Source: an optimization exercise on an open RTL-to-GDS flow (aim: small area and a short achievable clock period). Production flows keep margins and buffers that such runs may drop.
RTL that was checked went through simulation tests only; none was proved equivalent to the original.
Power figures rest on the tool's default switching activity, not on a simulated workload.

==> wip/pepper <==
// execute_top
module execute_top
(
    input  wire logic              i_clk,
    input  wire logic              i_rst,
    input  wire logic              i_flush,
    input  wire logic [DATA_W-1:0] i_pc,
    input  wire logic [DATA_W-1:0] i_rs_data,
    input  wire logic [DATA_W-1:0] i_rt_data,
    input  wire logic [DATA_W-1:0] i_imm,        
    input  wire logic [REG_W-1:0]  i_rt,
    input  wire logic [REG_W-1:0]  i_rd,
    input  wire logic [WB_W-1:0]   i_wb_ctrl,
    input  wire logic [MEM_W-1:0]  i_mem_ctrl,
    input  wire logic [5:0]        i_ex_ctrl,    
    output logic      [DATA_W-1:0] o_alu_result,
    output logic                   o_alu_zero,
    output logic      [DATA_W-1:0] o_write_data,
    output logic      [REG_W-1:0]  o_write_reg,
    output logic      [WB_W-1:0]   o_wb_ctrl,
    output logic      [MEM_W-1:0]  o_mem_ctrl,
    output logic      [DATA_W-1:0] o_pc_branch
);
==> flow/config.mk <==
export PLATFORM = sky130hd
export DESIGN_NAME = execute_top
export DESIGN_NICKNAME = execute_top
export VERILOG_FILES = /design/flow/design.v
export SDC_FILE = /design/flow/constraint.sdc
export NUM_CORES = 4
export LEC_CHECK = 0
export CAP_MARGIN = 20
export CORE_MARGIN = 2
export CORE_UTILIZATION = 40
export SETUP_SLACK_MARGIN = 3.5
export SLEW_MARGIN = 20
==> flow/constraint.sdc <==
create_clock -name core_clock -period 6.0 [get_ports {i_clk}]
set_input_delay 1.2000 -clock core_clock [delete_from_list [all_inputs] [get_ports {i_clk}]]
set_output_delay 1.2000 -clock core_clock [all_outputs]
set_load 0.01 [all_outputs]
run.sh (not shown) runs the stock make flow with config.mk's settings and CLKGATE_MAP_FILE= SYNTH_SCRIPT=/design/flow/synth_recipe.tcl, a recipe that flattens the netlist after the stock synthesis.
==> wip/garnet: changes against wip/pepper <==
--- a/flow/design.v
+++ b/flow/design.v
@@ -124,17 +124,17 @@
     logic [DATA_W:0] pt [0:5];
     logic [DATA_W-1:0] c, w, sh, pp, t;
     always_comb begin
         gt[0] = {i_g, i_cin};
         pt[0] = {i_p, 1'b0};
         for (int l = 0; l < 5; l++) begin
             for (int i = 0; i <= DATA_W; i++) begin
-                if (i >= (1 << l)) begin
-                    gt[l+1][i] = gt[l][i] | (pt[l][i] & gt[l][i - (1 << l)]);
-                    pt[l+1][i] = pt[l][i] & pt[l][i - (1 << l)];
+                if ((i >> l) & 1) begin
+                    gt[l+1][i] = gt[l][i] | (pt[l][i] & gt[l][((i >> l) << l) - 1]);
+                    pt[l+1][i] = pt[l][i] & pt[l][((i >> l) << l) - 1];
                 end else begin
                     gt[l+1][i] = gt[l][i];
                     pt[l+1][i] = pt[l][i];
                 end
             end
         end
     end
@@ -145,20 +145,26 @@
     assign w  = i_shamt_lo[2] ? {w2[DATA_W-5:0], {4{i_fill}}}  : w2;
     always_comb begin
         for (int i = 0; i < DATA_W; i++) sh[i] = i_shr ? w[DATA_W-1-i] : w[i];
     end
     assign pp    = (i_shl | i_shr) ? sh : i_p;
     assign o_sum = pp ^ c;
     assign o_slt_bit = i_p[DATA_W-1] ? !c[DATA_W-1] : i_g[DATA_W-1];
+    logic z_sum, z_shift;
     always_comb begin
         t[0] = i_cin;
-        for (int i = 1; i < DATA_W; i++)
-            t[i] = (i_p[i-1] | i_g[i-1]) & !(i_shl | i_shr);
+        for (int i = 1; i < DATA_W; i++) t[i] = i_p[i-1] | i_g[i-1];
     end
-    assign o_zero = i_slt ? !o_slt_bit : (pp == t);
+    assign z_sum = (i_p == t);
+    logic [6:0] keep_hi;
+    always_comb begin
+        for (int i = 0; i < 7; i++) keep_hi[i] = (i_shamt_lo <= 3'(6 - i));    
+    end
+    assign z_shift = ~|i_p[24:0] & ~|(i_p[31:25] & keep_hi);
+    assign o_zero = i_slt ? !o_slt_bit : (i_shl | i_shr) ? z_shift : z_sum;
 endmodule
 `default_nettype wire
 `timescale 1ns/1ns
 `default_nettype none
 import exec_pkg::*;
 module id_ex_reg
 (
@@ -173,34 +179,32 @@
     input  wire logic [2:0]        i_shamt_lo,
     input  wire logic              i_fill,
     input  wire logic [DATA_W-1:0] i_rt_data,
     input  wire logic [REG_W-1:0]  i_write_reg,
     input  wire logic [WB_W-1:0]   i_wb_ctrl,
     input  wire logic [MEM_W-1:0]  i_mem_ctrl,
     input  wire logic [1:0]        i_pc_lo,
-    input  wire logic [15:0]       i_pcb_lo,
-    input  wire logic              i_pcb_co,
-    input  wire logic [13:0]       i_pcb_hi,
+    input  wire logic [29:0]       i_pcb_sum,
+    input  wire logic [1:0]        i_pcb_co,
     output logic                   o_rst_flag,
     output logic [DATA_W-1:0]      o_p,
     output logic [DATA_W-1:0]      o_g,
     output logic                   o_cin,
     output logic                   o_slt,
     output logic                   o_shl,
     output logic                   o_shr,
     output logic [2:0]             o_shamt_lo,
     output logic                   o_fill,
     output logic [DATA_W-1:0]      o_rt_data,
     output logic [REG_W-1:0]       o_write_reg,
     output logic [WB_W-1:0]        o_wb_ctrl,
     output logic [MEM_W-1:0]       o_mem_ctrl,
     output logic [1:0]             o_pc_lo,
-    output logic [15:0]            o_pcb_lo,
-    output logic                   o_pcb_co,
-    output logic [13:0]            o_pcb_hi
+    output logic [29:0]            o_pcb_sum,
+    output logic [1:0]             o_pcb_co
 );
     always_ff @(posedge i_clk) begin
         o_rst_flag  <= !i_rst;
         o_p         <= i_p;
         o_g         <= i_g;
         o_cin       <= i_cin;
         o_slt       <= i_slt;
@@ -209,17 +213,16 @@
         o_shamt_lo  <= i_shamt_lo;
         o_fill      <= i_fill;
         o_rt_data   <= i_rt_data;
         o_write_reg <= i_write_reg;
         o_wb_ctrl   <= i_wb_ctrl;
         o_mem_ctrl  <= i_mem_ctrl;
         o_pc_lo     <= i_pc_lo;
-        o_pcb_lo    <= i_pcb_lo;
+        o_pcb_sum   <= i_pcb_sum;
         o_pcb_co    <= i_pcb_co;
-        o_pcb_hi    <= i_pcb_hi;
     end
 endmodule
 `default_nettype wire
 `timescale 1ns/1ns
 `default_nettype none
 import exec_pkg::*;
 module execute_stage
@@ -241,17 +244,16 @@
     output logic                   o_shl,        
     output logic                   o_shr,        
     output logic [2:0]             o_shamt_lo,
     output logic                   o_fill,       
     output logic [REG_W-1:0]       o_write_reg,
     output logic [WB_W-1:0]        o_wb_ctrl,
     output logic [MEM_W-1:0]       o_mem_ctrl,
-    output logic [15:0]            o_pcb_lo,     
-    output logic                   o_pcb_co,     
-    output logic [13:0]            o_pcb_hi      
+    output logic [29:0]            o_pcb_sum,    
+    output logic [1:0]             o_pcb_co      
 );
     exec_pkg::ex_ctrl_t ex_ctrl;
     logic [DATA_W-1:0]  a, b, rb, v, coarse;
     logic [1:0]         k;
     logic op_add, op_sub, op_slt, op_and, op_or, op_xor, op_nor, op_lui;
     logic op_sll, op_srl, op_sra, op_right, fill;
     assign ex_ctrl     = i_flush ? 6'd0 : i_ex_ctrl;
@@ -272,52 +274,75 @@
         .o_sll    (op_sll),
         .o_srl    (op_srl),
         .o_sra    (op_sra)
     );
     assign a  = i_rs_data;
     assign b  = ex_ctrl.alu_src ? i_imm : i_rt_data;
     assign op_right = op_srl | op_sra;
-    assign fill     = op_sra & b[DATA_W-1];
+    assign fill     = i_imm[0] & b[DATA_W-1];
     assign k        = i_imm[10:9];
     always_comb begin
         for (int i = 0; i < DATA_W; i++) rb[i] = b[DATA_W-1-i];
     end
-    assign v = op_right ? rb : b;
+    assign v = i_imm[1] ? rb : b;
     always_comb begin
         case (k)
             2'd0: coarse = v;
             2'd1: coarse = {v[DATA_W-9:0],  {8{fill}}};
             2'd2: coarse = {v[DATA_W-17:0], {16{fill}}};
             default: coarse = {v[DATA_W-25:0], {24{fill}}};
         endcase
     end
-    logic [DATA_W-1:0] x, n, o, gs;
-    assign x  = a ^ b;
-    assign n  = a & b;
-    assign o  = a | b;
-    assign gs = a & ~b;
+    logic              t_ne, t_11, t_00, t_ga, t_gs;
+    logic [DATA_W-1:0] u, w, pl, gl;
+    assign t_ne = op_add | op_xor | op_or;
+    assign t_11 = op_sub | op_and | op_or;
+    assign t_00 = op_sub | op_nor;
+    assign t_ga = op_add;     
+    assign t_gs = op_sub;     
+    always_comb begin
+        for (int i = 0; i < DATA_W; i++) begin
+            u[i]  = a[i] ? t_11 : t_ne;     
+            w[i]  = a[i] ? t_ne : t_00;     
+            pl[i] = b[i] ? u[i] : w[i];
+            gl[i] = a[i] & (b[i] ? t_ga : t_gs);
+        end
+    end
     always_comb begin
-        o_p = ({DATA_W{op_add | op_xor}} & x)
-            | ({DATA_W{op_sub}}          & ~x)
-            | ({DATA_W{op_and}}          & n)
-            | ({DATA_W{op_or}}           & o)
-            | ({DATA_W{op_nor}}          & ~o)
-            | ({DATA_W{op_lui}}          & {b[15:0], 16'h0})
+        o_p = pl
+            | ({DATA_W{op_lui}} & {b[15:0], 16'h0})
             | ({DATA_W{op_sll | op_right}} & coarse);
-        o_g = ({DATA_W{op_add}} & n)
-            | ({DATA_W{op_sub}} & gs);
+        o_g = gl;
     end
     assign o_cin      = op_sub;
     assign o_slt      = op_slt;
     assign o_shl      = op_sll;
     assign o_shr      = op_right;
     assign o_shamt_lo = i_imm[8:6];
     assign o_fill     = fill;
-    assign {o_pcb_co, o_pcb_lo} = {1'b0, i_pc[17:2]} + {1'b0, i_imm[15:0]};
-    assign o_pcb_hi = i_pc[31:18] + i_imm[29:16];
+    logic [29:0] pa, pb, pg, pp, pgt, ppt, pc_c;
+    assign pa = i_pc[31:2];
+    assign pb = i_imm[29:0];
+    assign pg = pa & pb;
+    assign pp = pa ^ pb;
+    always_comb begin
+        pgt = pg;
+        ppt = pp;
+        for (int l = 0; l < 4; l++) begin
+            for (int i = 29; i >= 0; i--) begin
+                if ((i % 10) >= (1 << l)) begin
+                    pgt[i] = pgt[i] | (ppt[i] & pgt[i - (1 << l)]);
+                    ppt[i] = ppt[i] & ppt[i - (1 << l)];
+                end
+            end
+        end
+        for (int i = 0; i < 30; i++) pc_c[i] = ((i % 10) == 0) ? 1'b0 : pgt[i-1];
+    end
+    assign o_pcb_sum = pp ^ pc_c;
+    assign o_pcb_co  = {pgt[19], pgt[9]};
 endmodule
 `default_nettype wire
 `timescale 1ns/1ns
 `default_nettype none
 import exec_pkg::*;
 module ex_mem_reg
 (
@@ -386,31 +411,32 @@
     output logic      [DATA_W-1:0] o_write_data,
     output logic      [REG_W-1:0]  o_write_reg,
     output logic      [WB_W-1:0]   o_wb_ctrl,
     output logic      [MEM_W-1:0]  o_mem_ctrl,
     output logic      [DATA_W-1:0] o_pc_branch
 );
     logic [DATA_W-1:0] s1_p, s1_g;
-    logic              s1_cin, s1_slt, s1_shl, s1_shr, s1_fill, s1_pcb_co;
+    logic              s1_cin, s1_slt, s1_shl, s1_shr, s1_fill;
     logic [2:0]        s1_shamt_lo;
     logic [REG_W-1:0]  s1_write_reg;
     logic [WB_W-1:0]   s1_wb_ctrl;
     logic [MEM_W-1:0]  s1_mem_ctrl;
-    logic [15:0]       s1_pcb_lo;
-    logic [13:0]       s1_pcb_hi;
+    logic [29:0]       s1_pcb_sum;
+    logic [1:0]        s1_pcb_co;
     logic              idex_rst_flag;
     logic [DATA_W-1:0] idex_p, idex_g, idex_rt_data;
-    logic              idex_cin, idex_slt, idex_shl, idex_shr, idex_fill, idex_pcb_co;
+    logic              idex_cin, idex_slt, idex_shl, idex_shr, idex_fill;
     logic [2:0]        idex_shamt_lo;
     logic [REG_W-1:0]  idex_write_reg;
     logic [WB_W-1:0]   idex_wb_ctrl;
     logic [MEM_W-1:0]  idex_mem_ctrl;
     logic [1:0]        idex_pc_lo;
-    logic [15:0]       idex_pcb_lo;
-    logic [13:0]       idex_pcb_hi;
+    logic [29:0]       idex_pcb_sum;
+    logic [1:0]        idex_pcb_co;
+    logic [1:0]        pcb_cin;
     logic [DATA_W-1:0] ex_sum, ex_pc_branch;
     logic              ex_slt_bit, ex_zero;
     execute_stage u_execute_stage (
         .i_flush     (i_flush),
         .i_pc        (i_pc),
         .i_rs_data   (i_rs_data),
         .i_rt_data   (i_rt_data),
@@ -427,17 +453,16 @@
         .o_shl       (s1_shl),
         .o_shr       (s1_shr),
         .o_shamt_lo  (s1_shamt_lo),
         .o_fill      (s1_fill),
         .o_write_reg (s1_write_reg),
         .o_wb_ctrl   (s1_wb_ctrl),
         .o_mem_ctrl  (s1_mem_ctrl),
-        .o_pcb_lo    (s1_pcb_lo),
-        .o_pcb_co    (s1_pcb_co),
-        .o_pcb_hi    (s1_pcb_hi)
+        .o_pcb_sum   (s1_pcb_sum),
+        .o_pcb_co    (s1_pcb_co)
     );
     id_ex_reg u_id_ex_reg (
         .i_clk       (i_clk),
         .i_rst       (i_rst),
         .i_p         (s1_p),
         .i_g         (s1_g),
         .i_cin       (s1_cin),
@@ -447,49 +472,51 @@
         .i_shamt_lo  (s1_shamt_lo),
         .i_fill      (s1_fill),
         .i_rt_data   (i_rt_data),
         .i_write_reg (s1_write_reg),
         .i_wb_ctrl   (s1_wb_ctrl),
         .i_mem_ctrl  (s1_mem_ctrl),
         .i_pc_lo     (i_pc[1:0]),
-        .i_pcb_lo    (s1_pcb_lo),
+        .i_pcb_sum   (s1_pcb_sum),
         .i_pcb_co    (s1_pcb_co),
-        .i_pcb_hi    (s1_pcb_hi),
         .o_rst_flag  (idex_rst_flag),
         .o_p         (idex_p),
         .o_g         (idex_g),
         .o_cin       (idex_cin),
         .o_slt       (idex_slt),
         .o_shl       (idex_shl),
         .o_shr       (idex_shr),
         .o_shamt_lo  (idex_shamt_lo),
         .o_fill      (idex_fill),
         .o_rt_data   (idex_rt_data),
         .o_write_reg (idex_write_reg),
         .o_wb_ctrl   (idex_wb_ctrl),
         .o_mem_ctrl  (idex_mem_ctrl),
         .o_pc_lo     (idex_pc_lo),
-        .o_pcb_lo    (idex_pcb_lo),
-        .o_pcb_co    (idex_pcb_co),
-        .o_pcb_hi    (idex_pcb_hi)
+        .o_pcb_sum   (idex_pcb_sum),
+        .o_pcb_co    (idex_pcb_co)
     );
     alu u_alu (
         .i_p        (idex_p),
         .i_g        (idex_g),
         .i_cin      (idex_cin),
         .i_slt      (idex_slt),
         .i_shl      (idex_shl),
         .i_shr      (idex_shr),
         .i_shamt_lo (idex_shamt_lo),
         .i_fill     (idex_fill),
         .o_sum      (ex_sum),
         .o_slt_bit  (ex_slt_bit),
         .o_zero     (ex_zero)
     );
-    assign ex_pc_branch = {idex_pcb_hi + {13'd0, idex_pcb_co}, idex_pcb_lo, idex_pc_lo};
+    assign pcb_cin[0] = idex_pcb_co[0];
+    assign pcb_cin[1] = idex_pcb_co[1] | (&idex_pcb_sum[19:10] & idex_pcb_co[0]);
+    assign ex_pc_branch = {idex_pcb_sum[29:20] + {9'd0, pcb_cin[1]},
+                           idex_pcb_sum[19:10] + {9'd0, pcb_cin[0]},
+                           idex_pcb_sum[9:0], idex_pc_lo};
     ex_mem_reg u_ex_mem_reg (
         .i_clk        (i_clk),
         .i_rst        (i_rst),
         .i_rst_flag   (idex_rst_flag),
         .i_slt        (idex_slt),
         .i_sum        (ex_sum),
         .i_slt_bit    (ex_slt_bit),
==> flow/flow/run.sh (new file) <==
#!/bin/bash
# The standard layout (the standard.sh: standard synthesis, floorplan,
# placement, CTS, routing), with one change: the buffers placed on the
# ports are the platform's smallest plain buffer, sky130_fd_sc_hd__buf_1,
# instead of the resizer's default pick (a 10 um2 delay buffer). Timing
# repair still upsizes any port buffer on a critical path.
set -euo pipefail
export BUFFER_PORTS_ARGS="-buffer_cell sky130_fd_sc_hd__buf_1"
bash standard.sh > standard.log 2>&1
==> flow/standard.sh (new file) <==
#!/bin/bash
# synth_recipe.tcl (not shown) runs the flow's synth.tcl, then flattens the netlist and writes it again
# the make line also repeats each setting of config.mk as NAME=value (left out here)
make -C /OpenROAD-flow-scripts/flow DESIGN_CONFIG=/design/flow/config.mk WORK_HOME=/design/flow/orfs CLKGATE_MAP_FILE= SYNTH_SCRIPT=/design/flow/synth_recipe.tcl "${@:-finish}"
Settings changed: CTS_CLUSTER_DIAMETER set to 100, CTS_CLUSTER_SIZE set to 24, SETUP_SLACK_MARGIN 3.5 to 3.2, TNS_END_PERCENT set to 20.
removed: flow/run.sh
==> qor summary <==
Hold path startpoint: wip/pepper u_id_ex_reg.o_rt_data[31]; wip/garnet u_id_ex_reg.o_rt_data[8]
Global routing usage summed across all routing layers: wip/pepper 29.54%; wip/garnet 25.53%
Mapped Nets: wip/pepper 2057; wip/garnet 1708
Well-tap cell count: wip/pepper 511; wip/garnet 448
Run status: wip/pepper no timing/DRC/antenna violations; wip/garnet no timing/DRC/antenna violations
Transition at the pin with the smallest max-transition slack: wip/pepper 0.7598 ns; wip/garnet 1.037 ns
Final weighted congestion in routability-driven placement: wip/pepper 0.9629; wip/garnet 0.9219
Endpoint of the worst setup timing path: wip/pepper u_id_ex_reg.o_pcb_lo[14]; wip/garnet u_id_ex_reg.o_p[17]
Gate power share: wip/pepper 33.1%; wip/garnet 27.0%
Met1 Use GR: wip/pepper 37.11%; wip/garnet 32.96%
Worst r2r src: wip/pepper u_id_ex_reg.o_shamt_lo[2]; wip/garnet u_id_ex_reg.o_p[4]
Sw frac: wip/pepper 33.93%; wip/garnet 33.42%
Sequential cell area fraction in the yosys report: wip/pepper 33.16%; wip/garnet 37.19%
Worst-path fanout max: wip/pepper 2; wip/garnet 6
CTS sink cnt: wip/pepper 255; wip/garnet 256
Critical R2R Capture: wip/pepper u_ex_mem_reg.o_alu_zero; wip/garnet u_ex_mem_reg.o_alu_result[20]
Met2 wirelength from detailed routing: wip/pepper 30.12 mm; wip/garnet 22.39 mm
Worst-case setup margin in the final layout: wip/pepper 3.284 ns; wip/garnet 3.100 ns
Final core utilization: wip/pepper 61.89%; wip/garnet 49.19%
IR Drop Worst-Case VDD: wip/pepper 0.2305 mV; wip/garnet 0.2336 mV
For wip/pepper, only the layout was checked, not whether the RTL still works.

## what the ideal ports hide
Ports are ideal in the flow. The routed layouts listed here were re-timed in OpenROAD. Step 1: set_driving_cell puts a clkbuf_16 on i_clk and a buf_2 on each other input, an assumption about the parent block. Step 2 adds t to the input delays and takes it off the output delays; t is the mean of the earliest and latest rising clock arrival at the registers after step 1. Input paths then give back, and output paths get back, about the clock's delay inside the block. Three values: ideal ports, drivers, drivers and shift; two values: the first two.
run | t, ns | setup WS [ns] | hold WS [ns] | worst setup path at the end | pins driven straight from the clock port
wip/pepper | 0.638 | 3.284 / 3.249 / 2.611 | 0.411 / 0.411 / 0.411 | input to register | 1
wip/garnet | 0.557 | 3.100 / 3.133 / 2.576 | 0.414 / 0.414 / 0.414 | input to register | 1
After both steps every run listed still meets setup and hold. The setup slack of wip/pepper, which loses most, moves by -0.035 ns with the drivers and by -0.673 ns with both steps.
